Context: an optimization exercise on an open-source flow, tuned for small area, a short achievable clock period and few clock cycles per item. The choices shown serve that exercise and are no tape-out recipe. Only simulation tests tie the RTL to the original design; equivalence was not proved. No activity file was given, so power comes from the tool's default toggle rates.

==> inputs of sierra <==
==> flow/design.v (excerpt) <==
module npu_top #(
    parameter int N = 4
) (
    input  logic                  i_clk,
    input  logic                  i_rst_n,
    input  logic                  i_map_sop,
    input  logic                  i_map_eop,
    input  logic                  i_map_vld,
    input  logic [31:0]           i_map_data,
    input  logic                  i_weight_sop,
    input  logic                  i_weight_eop,
    input  logic                  i_weight_vld,
    input  logic [31:0]           i_weight_data,
    input  logic                  i_rd_sop,
    input  logic [$clog2(N)-1:0]  i_rd_col,
    output logic                  o_save_finish,
    output logic                  o_rd_vld,
    output logic                  o_rd_eop,
    output logic [15:0]           o_rd_data
);
    logic [7:0]        map_we;
    logic [7:0]        weight_we;
    logic              map_loaded;
    logic              weight_loaded;
    logic              map_done;
    logic              weight_done;
    logic              start;
    logic [3:0]        row_sel;
    logic [3:0]        col_sel;
    logic              wb;
    logic [3:0]        wb_slot;
    logic              copy;
    logic [15:0][15:0] a_mem;
    logic [15:0][15:0] b_mem;
    logic [3:0]        a_next_sel;
    logic [3:0][15:0]  a_next;
    logic [31:0]       a_one;
    logic [31:0]       a_two;
    logic [31:0]       a_neg;
    logic [3:0][15:0]  b_col;
    logic [15:0]       dot;
    logic [15:0]       dot_next;
    logic [15:0]       a_wdata_lo;
    logic [15:0]       a_wdata_hi;
    logic [15:0][15:0] c_new;
    operand_loader u_map_loader (
        .i_clk     (i_clk),
        .i_rst_n   (i_rst_n),
        .i_vld     (i_map_vld),
        .i_sop     (i_map_sop),
        .i_eop     (i_map_eop),
        .i_consume (start),
        .o_we      (map_we),
        .o_loaded  (map_loaded),
        .o_done    (map_done)
    );
    operand_loader u_weight_loader (
        .i_clk     (i_clk),
        .i_rst_n   (i_rst_n),
  ...
clock: 8.0 ns
lec_check: 0
cap_margin: 20
core_margin: 2
core_utilization: 45
cts_cluster_diameter: 100
cts_cluster_size: 24
setup_slack_margin: 5
slew_margin: 20
run.sh (not shown) runs the stock make flow with config.mk's settings and CLKGATE_MAP_FILE= SYNTH_SCRIPT=/design/flow/synth_recipe.tcl, a recipe that flattens the netlist after the stock synthesis.
==> inputs of garnet, as changes to sierra <==
- CORE_UTILIZATION: 45 -> 40
==> inputs of ember, as changes to sierra <==
- ABC_AREA: unset -> 1
- CORE_UTILIZATION: 45 -> 40
==> comparison <==
First-iteration DRC count, highest first: ember, sierra, garnet.
Non-clock buffer count: garnet < sierra < ember.
Die area: sierra < garnet < ember.
In count of clock-buffer cells in the layout, garnet and sierra do not differ.
Total power: garnet < sierra < ember.
Cell count, lowest first: sierra, garnet, ember.
Utilization, lowest first: garnet, ember, sierra.
Global-route usage, highest first: sierra, ember, garnet.
In sierra the worst setup slack is worse than in garnet, by 93 ps.
In ember the area after synthesis is higher than in garnet, by about 3.5%.
==> figures <==
quantity                                                        ember          garnet          sierra
Status                                                 finished clean  finished clean  finished clean
All-Layer GR Usage                                              0.231           0.216           0.240
Core Region                                                0.126 mm^2      0.121 mm^2      0.107 mm^2
Cells on worst reg2reg path                                        10              11              11
Final worst path period share                                   0.370           0.371           0.383
Reg2reg setup slack                                           5040 ps         5030 ps         5000 ps
Pin count of the biggest net entering global routing              129             131              83
Detail Route met3 WL                                         13300 um         8760 um         9620 um
Post-synthesis instance total                                    4456            3373            3373
Syn Area/Cell                                               11.3 um^2       14.5 um^2       14.5 um^2
Peak per-stage delay on the critical path                      550 ps          480 ps          690 ps
Footprint of the multi-input gates                        0.0177 mm^2     0.0177 mm^2     0.0177 mm^2
Cell count along the critical path                                 10              11               4
Routed metal-1 wire length                                   66200 um        58000 um        57600 um
Share of cell area taken by muxes after synthesis            0.000223          0.0371          0.0371
PD cells                                                  437 mW/mm^2     397 mW/mm^2     399 mW/mm^2
Detailed placement HPWL                                     105000 um        91700 um        91200 um
Dpl ws                                                        3070 ps         3650 ps         3710 ps
Fraction of the mapped netlist area in compound gates           0.113           0.104           0.104
Top layer in use                                                 met4            met5            met5
Detailed-route via count                                        33800           28400           28400
Testbench counts of sierra, summed over its fixed seeds: cycles 12,544, items 320.
Testbench counts of garnet, summed over its fixed seeds: cycles 12,544, items 320.
Testbench counts of ember, summed over its fixed seeds: cycles 12,544, items 320.

## separate check: timing with driven ports
The results above use ideal ports. As a check the final layouts listed here were re-extracted and re-timed, cells and wires unchanged. Step 1 (the two cells are an assumption about what drives the block):
set clk [get_ports {i_clk}]
set_driving_cell -lib_cell sky130_fd_sc_hd__clkbuf_16 $clk
set_driving_cell -lib_cell sky130_fd_sc_hd__buf_2 [delete_from_list [all_inputs] $clk]
Step 2 also shifts input and output timing later by t, the mid clock arrival at the registers, as if the neighbouring blocks saw the same clock. Three values: no drivers, after step 1, after step 2; two values: the first two.
run	t, ns	slack for setup (ns)	pins driven straight from the clock port
sierra	0.728	4.938 / 4.983 / 4.256	1
garnet	0.734	5.031 / 4.974 / 4.374	1
ember	0.751	5.037 / 4.965 / 4.386	1
After both steps every run listed still meets setup and hold. For sierra, which loses most, drivers alone change the setup slack by +0.045 ns; drivers and shift together by -0.682 ns.
